Source: an optimization exercise on an open RTL-to-GDS flow (aim: small area). Production flows keep margins and buffers that such runs may drop. In this exercise RTL edits were held to simulation tests only and were not proved equivalent to the original. Power is estimated from default activity; no workload was simulated.

===== flow/run.sh =====
#!/bin/bash
# synth_recipe.tcl (not shown) runs the flow's synth.tcl, then flattens the netlist and writes it again
# the make line also repeats each setting of config.mk as NAME=value (left out here)
make -C /OpenROAD-flow-scripts/flow DESIGN_CONFIG=/design/flow/config.mk WORK_HOME=/design/flow/orfs CLKGATE_MAP_FILE= SYNTH_SCRIPT=/design/flow/synth_recipe.tcl finish

===== flow/design.v =====
`timescale 1ns/1ns
module load_port
(
    input  logic        clk,
    input  logic        reset,
    input  logic        load_req,
    input  logic [15:0] load_cmd,
    input  logic        busy,
    output logic        load_ack,
    output logic        wr_en,
    output logic [15:0] wr_cmd
);
    logic take;
    assign take = load_req && !load_ack && !busy;    
    always_ff @(posedge clk or negedge reset)
    begin
        if (!reset)
        begin
            load_ack <= 1'b0;
            wr_en    <= 1'b0;
        end
        else
        begin
            wr_en <= take;                           
            if (take)
            begin
                load_ack <= 1'b1;
            end
            else if (!load_req)
            begin
                load_ack <= 1'b0;                    
            end
        end
    end
    always_ff @(posedge clk)
    begin
        if (take)
        begin
            wr_cmd <= load_cmd;
        end
    end
endmodule
`timescale 1ns/1ns
module run_control
(
    input  logic clk,
    input  logic reset,
    input  logic run_req,
    input  logic conv_done,
    input  logic dense_done,
    output logic conv_go,
    output logic dense_go,
    output logic busy,
    output logic run_ack
);
    localparam logic [1:0] S_IDLE  = 2'd0;
    localparam logic [1:0] S_CONV  = 2'd1;
    localparam logic [1:0] S_DENSE = 2'd2;
    localparam logic [1:0] S_ACK   = 2'd3;
    logic [1:0] state;
    assign busy = run_req || (state != S_IDLE);
    always_ff @(posedge clk or negedge reset)
    begin
        if (!reset)
        begin
            state    <= S_IDLE;
            conv_go  <= 1'b0;
            dense_go <= 1'b0;
            run_ack  <= 1'b0;
        end
        else
        begin
            conv_go  <= 1'b0;
            dense_go <= 1'b0;
            case (state)
                S_IDLE:
                begin
                    if (run_req)
                    begin
                        state   <= S_CONV;
                        conv_go <= 1'b1;
                    end
                end
                S_CONV:
                begin
                    if (conv_done)
                    begin
                        state    <= S_DENSE;
                        dense_go <= 1'b1;      
                    end
                end
                S_DENSE:
                begin
                    if (dense_done)
                    begin
                        state   <= S_ACK;
                        run_ack <= 1'b1;
                    end
                end
                default:
                begin
                    if (!run_req)
                    begin
                        state   <= S_IDLE;
                        run_ack <= 1'b0;
                    end
                end
            endcase
        end
    end
endmodule
`timescale 1ns/1ns
module image_memory
(
    input  logic        clk,
    input  logic        reset,
    input  logic        wr_en,
    input  logic [15:0] wr_cmd,
    input  logic [2:0]  win_row,
    input  logic [2:0]  win_col,
    output logic [3*3-1:0][7:0] window   
);
    logic [7:0] mem [0:8*8-1];
    logic [3*3-1:0][7:0] win_next;
    always_ff @(posedge clk)
    begin
        if (wr_en && wr_cmd[15:14] == 2'd0)
        begin
            mem[wr_cmd[13:8]] <= wr_cmd[7:0];           
        end
    end
    always_comb
    begin
        for (int r = 0; r < 3; r++)
        begin
            for (int c = 0; c < 3; c++)
            begin
                win_next[r*3+c] = mem[{win_row + 3'(r), win_col + 3'(c)}];
            end
        end
    end
    always_ff @(posedge clk or negedge reset)
    begin
        if (!reset)
        begin
            window <= '0;
        end
        else
        begin
            window <= win_next;                         
        end
    end
endmodule
`timescale 1ns/1ns
module coef_store
(
    input  logic        clk,
    input  logic        reset,
    input  logic        wr_en,
    input  logic [15:0] wr_cmd,
    output logic [3*3-1:0][7:0] kernel,   
    input  logic [5:0]  w_addr,
    output logic [7:0]  weight                                  
);
    logic [7:0] wmem [0:36-1];                
    logic       wr_filter;
    logic       wr_weight;
    assign wr_filter = wr_en && wr_cmd[15:14] == 2'd1
                       && wr_cmd[13:8] < 3*3;
    assign wr_weight = wr_en && wr_cmd[15:14] == 2'd2
                       && wr_cmd[13:8] < 36;
    always_ff @(posedge clk or negedge reset)
    begin
        if (!reset)
        begin
            kernel <= '0;
        end
        else if (wr_filter)
        begin
            for (int i = 0; i < 3*3; i++)
            begin
                if (wr_cmd[13:8] == 6'(i))
                begin
                    kernel[i] <= wr_cmd[7:0];           
                end
            end
        end
    end
    always_ff @(posedge clk)
    begin
        if (wr_weight)
        begin
            wmem[wr_cmd[13:8]] <= wr_cmd[7:0];
        end
    end
    always_ff @(posedge clk or negedge reset)
    begin
        if (!reset)
        begin
            weight <= '0;
        end
        else
        begin
            weight <= wmem[w_addr];                     
        end
    end
endmodule
`timescale 1ns/1ns
module conv_pool_engine
(
    input  logic         clk,
    input  logic         reset,
    input  logic         conv_go,
    input  logic [3*3-1:0][7:0] window,    
    input  logic [3*3-1:0][7:0] kernel,    
    output logic [2:0]   win_row,
    output logic [2:0]   win_col,
    output logic [9-1:0][7:0] features,
    output logic         conv_done
);
    logic        scanning;
    logic [1:0]  grp_row;                        
    logic [1:0]  grp_col;
    logic [1:0]  sub;                            
    logic [3:0]  feat_idx;
    logic        v1;
    logic        v2;
    logic        first1;
    logic        first2;
    logic        last1;
    logic        last2;
    logic [3:0]  idx1;
    logic [3:0]  idx2;
    logic signed [19:0] conv_sum;                
    logic signed [19:0] sum_q;
    logic [7:0]  relu;
    logic [7:0]  pool_max;
    logic [7:0]  pool_next;
    assign win_row  = {grp_row, sub[1]};
    assign win_col  = {grp_col, sub[0]};
    assign feat_idx = grp_row * 4'(3) + 4'(grp_col);
    always_ff @(posedge clk or negedge reset)
    begin
        if (!reset)
        begin
            scanning <= 1'b0;
            grp_row  <= '0;
            grp_col  <= '0;
            sub      <= '0;
        end
        else if (conv_go)
        begin
            scanning <= 1'b1;
            grp_row  <= '0;
            grp_col  <= '0;
            sub      <= '0;
        end
        else if (scanning)
        begin
            sub <= sub + 2'd1;
            if (sub == 2'd3)
            begin
                if (grp_col == 6/2-1)
                begin
                    grp_col <= '0;
                    if (grp_row == 6/2-1)
                    begin
                        scanning <= 1'b0;        
                    end
                    else
                    begin
                        grp_row <= grp_row + 2'd1;
                    end
                end
                else
                begin
                    grp_col <= grp_col + 2'd1;
                end
            end
        end
    end
    always_comb
    begin
        conv_sum = '0;
        for (int i = 0; i < 3*3; i++)
        begin
            conv_sum = conv_sum + $signed({1'b0, window[i]}) * $signed(kernel[i]);
        end
    end
    always_comb
    begin
        if (sum_q < 0)
        begin
            relu = '0;
        end
        else if (sum_q > 255)
        begin
            relu = 8'(255);
        end
        else
        begin
            relu = sum_q[7:0];
        end
        pool_next = (first2 || relu > pool_max) ? relu : pool_max;
    end
    always_ff @(posedge clk or negedge reset)
    begin
        if (!reset)
        begin
            v1        <= 1'b0;
            v2        <= 1'b0;
            conv_done <= 1'b0;
        end
        else
        begin
            v1        <= scanning;
            v2        <= v1;
            conv_done <= v2 && last2 && idx2 == 9-1;
        end
    end
    always_ff @(posedge clk)
    begin
        first1 <= (sub == 2'd0);
        last1  <= (sub == 2'd3);
        idx1   <= feat_idx;
        first2 <= first1;
        last2  <= last1;
        idx2   <= idx1;
        sum_q  <= conv_sum;
        if (v2)
        begin
            pool_max <= pool_next;
        end
        if (v2 && last2)
        begin
            features[idx2] <= pool_next;         
        end
    end
endmodule
`timescale 1ns/1ns
module dense_layer
(
    input  logic         clk,
    input  logic         reset,
    input  logic         dense_go,
    input  logic [9-1:0][7:0] features,
    output logic [5:0]   w_addr,
    input  logic signed [7:0]  weight,
    output logic [2+20*4-1:0] result,      
    output logic         dense_done
);
    logic       active;
    logic [3:0] k0;                              
    logic [1:0] cls0;
    logic       v1;                              
    logic [3:0] k1;
    logic [1:0] cls1;
    logic       last1;
    logic signed [19:0] acc;
    logic signed [19:0] acc_base;
    logic signed [19:0] mac_sum;
    logic signed [19:0] scores [0:4-1];
    logic [1:0] win_class;
    assign result = {win_class, scores[3], scores[2], scores[1], scores[0]};
    assign last1 = v1 && k1 == 9-1;
    always_comb
    begin
        if (k1 == 4'd0)
        begin
            acc_base = '0;                       
        end
        else
        begin
            acc_base = acc;
        end
        mac_sum = acc_base + $signed({1'b0, features[k1]}) * $signed(weight);
    end
    always_ff @(posedge clk or negedge reset)
    begin
        if (!reset)
        begin
            active     <= 1'b0;
            w_addr     <= '0;
            k0         <= '0;
            cls0       <= '0;
            v1         <= 1'b0;
            k1         <= '0;
            cls1       <= '0;
            dense_done <= 1'b0;
        end
        else
        begin
            v1         <= active;
            k1         <= k0;
            cls1       <= cls0;
            dense_done <= last1 && cls1 == 4-1;
            if (dense_go)
            begin
                active <= 1'b1;
                w_addr <= '0;
                k0     <= '0;
                cls0   <= '0;
            end
            else if (active)
            begin
                w_addr <= w_addr + 6'd1;
                if (k0 == 9-1)
                begin
                    k0   <= '0;
                    cls0 <= cls0 + 2'd1;
                end
                else
                begin
                    k0 <= k0 + 4'd1;
                end
                if (w_addr == 36-1)
                begin
                    active <= 1'b0;
                end
            end
        end
    end
    always_ff @(posedge clk)
    begin
        if (v1)
        begin
            acc <= mac_sum;
        end
    end
    always_ff @(posedge clk or negedge reset)
    begin
        if (!reset)
        begin
            for (int q = 0; q < 4; q++)
            begin
                scores[q] <= '0;
            end
            win_class <= '0;
        end
        else if (last1)
        begin
            for (int q = 0; q < 4; q++)
            begin
                if (cls1 == 2'(q))
                begin
                    scores[q] <= mac_sum;
                end
            end
            if (cls1 == 2'd0 || mac_sum > scores[win_class])
            begin
                win_class <= cls1;
            end
        end
    end
endmodule
`timescale 1ns/1ns
module cnn_top
(
    input  logic        clk,
    input  logic        reset,
    input  logic        load_req,
    input  logic [15:0] load_cmd,        
    output logic        load_ack,
    input  logic        run_req,
    output logic        run_ack,
    output logic [81:0] result           
);
    logic         busy;
    logic         wr_en;
    logic [15:0]  wr_cmd;
    logic         conv_go;
    logic         conv_done;
    logic         dense_go;
    logic         dense_done;
    logic [2:0]   win_row;
    logic [2:0]   win_col;
    logic [3*3-1:0][7:0] window;
    logic [3*3-1:0][7:0] kernel;
    logic [9-1:0][7:0] features;
    logic [5:0]   w_addr;
    logic [7:0]   weight;
    load_port u_load_port (.clk(clk), .reset(reset), .load_req(load_req), .load_cmd(load_cmd),
        .busy(busy), .load_ack(load_ack), .wr_en(wr_en), .wr_cmd(wr_cmd));
    run_control u_run_control (.clk(clk), .reset(reset), .run_req(run_req),
        .conv_done(conv_done), .dense_done(dense_done), .conv_go(conv_go),
        .dense_go(dense_go), .busy(busy), .run_ack(run_ack));
    image_memory u_image_memory (.clk(clk), .reset(reset), .wr_en(wr_en), .wr_cmd(wr_cmd),
        .win_row(win_row), .win_col(win_col), .window(window));
    coef_store u_coef_store (.clk(clk), .reset(reset), .wr_en(wr_en), .wr_cmd(wr_cmd),
        .kernel(kernel), .w_addr(w_addr), .weight(weight));
    conv_pool_engine u_conv_pool_engine (.clk(clk), .reset(reset), .conv_go(conv_go),
        .window(window), .kernel(kernel), .win_row(win_row), .win_col(win_col),
        .features(features), .conv_done(conv_done));
    dense_layer u_dense_layer (.clk(clk), .reset(reset), .dense_go(dense_go),
        .features(features), .w_addr(w_addr), .weight(weight), .result(result),
        .dense_done(dense_done));
endmodule

===== flow/constraint.sdc =====
create_clock -name core_clock -period 10.0 [get_ports {clk}]
set_input_delay 2.0000 -clock core_clock [delete_from_list [all_inputs] [get_ports {clk}]]
set_output_delay 2.0000 -clock core_clock [all_outputs]
set_load 0.01 [all_outputs]

===== flow/config.mk =====
export PLATFORM = sky130hd
export DESIGN_NAME = cnn_top
export DESIGN_NICKNAME = cnn_top
export VERILOG_FILES = /design/flow/design.v
export SDC_FILE = /design/flow/constraint.sdc
export NUM_CORES = 4
export LEC_CHECK = 0
export CAP_MARGIN = 20
export CORE_MARGIN = 2
export CORE_UTILIZATION = 40
export SLEW_MARGIN = 20

==> results.yml <==
pwr:
  p_leak_uw: 0.0371
  ir_worst_vdd_mv: 0.457
  pwr_density_cell_nw_per_um2: 283
timing:
  finalCritPeriodShare_pct: 93.0
  skew_ns: 0.0733
  finalSetupViolCount: 0
  hold_violations: 0
  worstMarginPinSlew_ns: 1.24
  drv_slew: 0
  fmax_ghz: 0.108
  slew-limit-headroom_pct: 16.7
  setup_tns_ns: 0
  rsz0062_at_grt: "no"
  min_period_ns: 9.30
flow_run:
  cap_violations: 0
clock_network:
  cts_root_buf: "clkbuf_16"
  cts.clk_slew.worst_paths_ns: 0.06
  cts_tree: "yes"
  clkLatencyLatePin_ns: 0.82
  cts_sinks: 1220
  htreeDepth: 4
  clockBufferDepth: 3
  cts_made_buffers: 141
synth:
  synth_common_cells: "edfxtp_1 (916), inv_1 (751), ha_1 (516)"
  synth_warnings: 7
  yosysMostFrequentCell: "edfxtp_1"
  synth_nets: 7379
  yosysSeqAreaShare_pct: 42.4
  ys_types: 73
  synth_top_area_cell: "edfxtp_1"
  synthTopCellsByArea: "edfxtp_1 (33%), mux4_2 (12%), fa_1 (12%)"
  avgSynthCellArea_sq_um: 13.0
  synth-async-reset-ratio_pct: 22.3
  synth_top_area_share_pct: 33.3
  synthFlopType: "edfxtp_1"
  ys_seq_elements: 1220
  synth_edf_count: 916
  synth_cells: 6349
  synth.cell_area_sq_um: 82500
placed_design:
  port_buffers: 103
  hpwlAfterDp_um: 169000
  place_congestion: 0.963
critical_path:
  cp-startpoint: "u_dense_layer.k1[0]"
  cpMaxStageDelayCell: "dfrtp_2"
  rrSetupSlack_ns: 0.70
  worst_ep_arrival_time_ns: 10.00
  r2r-start: "u_dense_layer.k1[0]"
  start_kind: "register"
  criticalPathCategory: "reg -> reg"
  crit_path_max_fanout: 9
  crit_buf_inv: 4
  end_kind: "register"
  cpPeakStageDelay_ns: 0.55
  cp.required_ns: 10.70
  critPathTopFamily: "adder cells"
route:
  totalWireLength_um: 231000
  via_count: 51300
  post-route-drc-count: 0
  first_pass_iters: 6
  antenna_left: 0
  drtIter0Drc: 4325
  detail_route.wl_per_cell_um: 25.0
  viasPerCell: 5.56
global_route:
  grt_max_degree: 142
  use_met1_pct: 28.9
  antenna_found_initial: 27
  top_usage_layer: "met2"
  grt_pass1_vias: 52800
  grt_pass1_wl_um: 346000
  grt.met2_usage_pct: 36.0
  overflow: 0
  grt_util_met3_pct: 3.73
  grt_use_total_pct: 22.2
floorplan:
  die_h_um: 458
  boundaryPins: 104
  die-area_sq_um: 210000
  initial_core_util_pct: 40.3
  rows: 166
  core_area_sq_um: 205000
  die_x_um: 458
layout:
  register_area_sq_um: 35000
  drive_gt1_share_pct: 14.4
  nNetsFinal: 7448
  area_growth_pct: 10.6
  num-fill-cells: 18500
  finalCoreUtilization_pct: 44.5
  multi_input_area_sq_um: 43700
hold_path:
  hp-class: "reg -> reg"
  hold_start: "u_conv_pool_engine.idx1[3]"
status:
  status: "finished clean"
-- worst reg2reg max path, delay by kind of cell (launching register included) --
family / cells / cell delay, ns
xor+xnor: 3 / 0.90
buf+inv: 4 / 0.20
flops: 1 / 0.55
simple gates: 5 / 1.03
compound gates: 12 / 2.45
mux: 3 / 1.02
fa+ha+maj: 7 / 3.07
-- state kept, by name, summed over array words and instances (netlist names), 4 cells and up --
| signal | cells |
|---|---|
| u_conv_pool_engine.features | 72 |
| u_coef_store.weight | 8 |
| u_dense_layer.w_addr | 6 |
| u_conv_pool_engine.idx1 | 4 |
| u_image_memory.window | 72 |
| u_conv_pool_engine.idx2 | 4 |
| u_coef_store.wmem | 288 |
| u_dense_layer.acc | 20 |
| u_load_port.wr_cmd | 16 |
| u_conv_pool_engine.pool_max | 8 |
| u_coef_store.kernel | 72 |
| u_image_memory.mem | 512 |
| u_dense_layer.k1 | 4 |
| u_dense_layer.scores | 80 |
| u_conv_pool_engine.sum_q | 20 |
| u_dense_layer.k0 | 4 |
-- worst paths after layout --
check                                                 to  cells after the start
max reg2reg                   u_dense_layer.win_class[1]                     34
min                           u_conv_pool_engine.idx2[3]                      0
max                           u_dense_layer.win_class[1]                     34
min in group asynchronous    u_dense_layer.scores[0][10]                      1
max in group asynchronous  u_conv_pool_engine.grp_col[0]                      2
min reg2reg                   u_conv_pool_engine.idx2[3]                      0
-- logic make-up after synthesis --
logic type,count (synthesis),synth area share [%]
muxes,950,18.7
and+or+nand+nor,1414,8.36
buffers and inverters,1000,4.76
adders and majority gates,1010,19.8
DFF,1220,42.4
xor gates and xnor gates,166,1.76
AOI/OAI and AO/OA,589,4.24
-- area by class of cell --
type	count	share of cell area, %
Multi-Input combinational cell	4129	47.9
Timing Repair Buffer	171	1.74
Inverter	755	3.11
Antenna cell	10	0.0274
Tap cell	2688	3.69
Clock inverter	79	1.03
Clock buffer	179	4.14
Sequential cell	1220	38.3
-- routing by layer --
layer  up-vias  routed length [um]
met4        18               12000
met1     26600               94000
met3       456               14600
met5         -                 120
met2      1639              110000
li1      22600                   -
-- cells in the final DEF, fill, tap and decap left out, types with 42 or more instances in the layout --
cell             synthesis  layout
mux2_2                 159     159
clkbuf_16                0     143
ha_1                   516     513
nor2b_1                 56      56
inv_1                  751     749
edfxtp_1               916     916
nor2_1                 285     284
fa_1                   494     494
xnor2_1                 95      94
and2_1                 348     347
xor2_1                  71      69
nand2b_1                78      78
o21ai_0                176     175
a21o_1                  42      42
clkdlybuf4s50_1          0     102
dfrtp_1                272     265
buf_4                   10      65
mux2i_1                318     317
nand2_1                498     498
a21oi_1                224     224
mux4_2                 452     452
-- report_power, final --
group | switching [uW] | internal, uW | leakage [uW]
combinational | 8330 | 5420 | 0.0227
clock | 2240 | 3000 | 0.00227
sequential | 756 | 6050 | 0.0121
-- stage by stage --
step	instance area (sq um)	instances	worst slack, ns	hold WS (ns)	total power [uW]
final	91200	9231	0.703	0.327	25800
after global routing	91200	9223	0.00738	0.341	27200
after CTS	91200	9220	0.464	0.329	25700
after detailed placement	86500	8962	0.473	0.312	20400
after global placement	86500	8962	0.575	0.312	20300
after floorplan	82500	6349	1.56	0.310	15800
-- timing repair --
action                                  4_1_cts  5_1_grt
buffers inserted                              0        0
endpoints found under the setup margin        0        2
gates resized for setup                       0        3
hold buffers                                  0        0

[what the ideal ports hide]
The results above use ideal ports. As a check the final layout listed here was re-extracted and re-timed, cells and wires unchanged.
Step 1 assumes that a clkbuf_16 drives the clock port and a buf_2 every other input.
Step 2 also shifts input and output timing later by t, the mid clock arrival at the registers, as if the neighbouring blocks saw the same clock.
Slacks: no drivers / after step 1 / after step 2; pairs: no drivers / after step 1.
t (ns): 0.868
slack for setup (ns): 0.703 / 0.703 / 0.703
hold slack, ns: 0.327 / 0.327 / 0.327
clock arrival spread, ns: 0.074 / 0.074
worst register clock-pin slew, ns: 0.07 / 0.07
After both steps this run still meets setup and hold. The setup slack of this run moves by 0.000 ns with the drivers and by 0.000 ns with both steps.
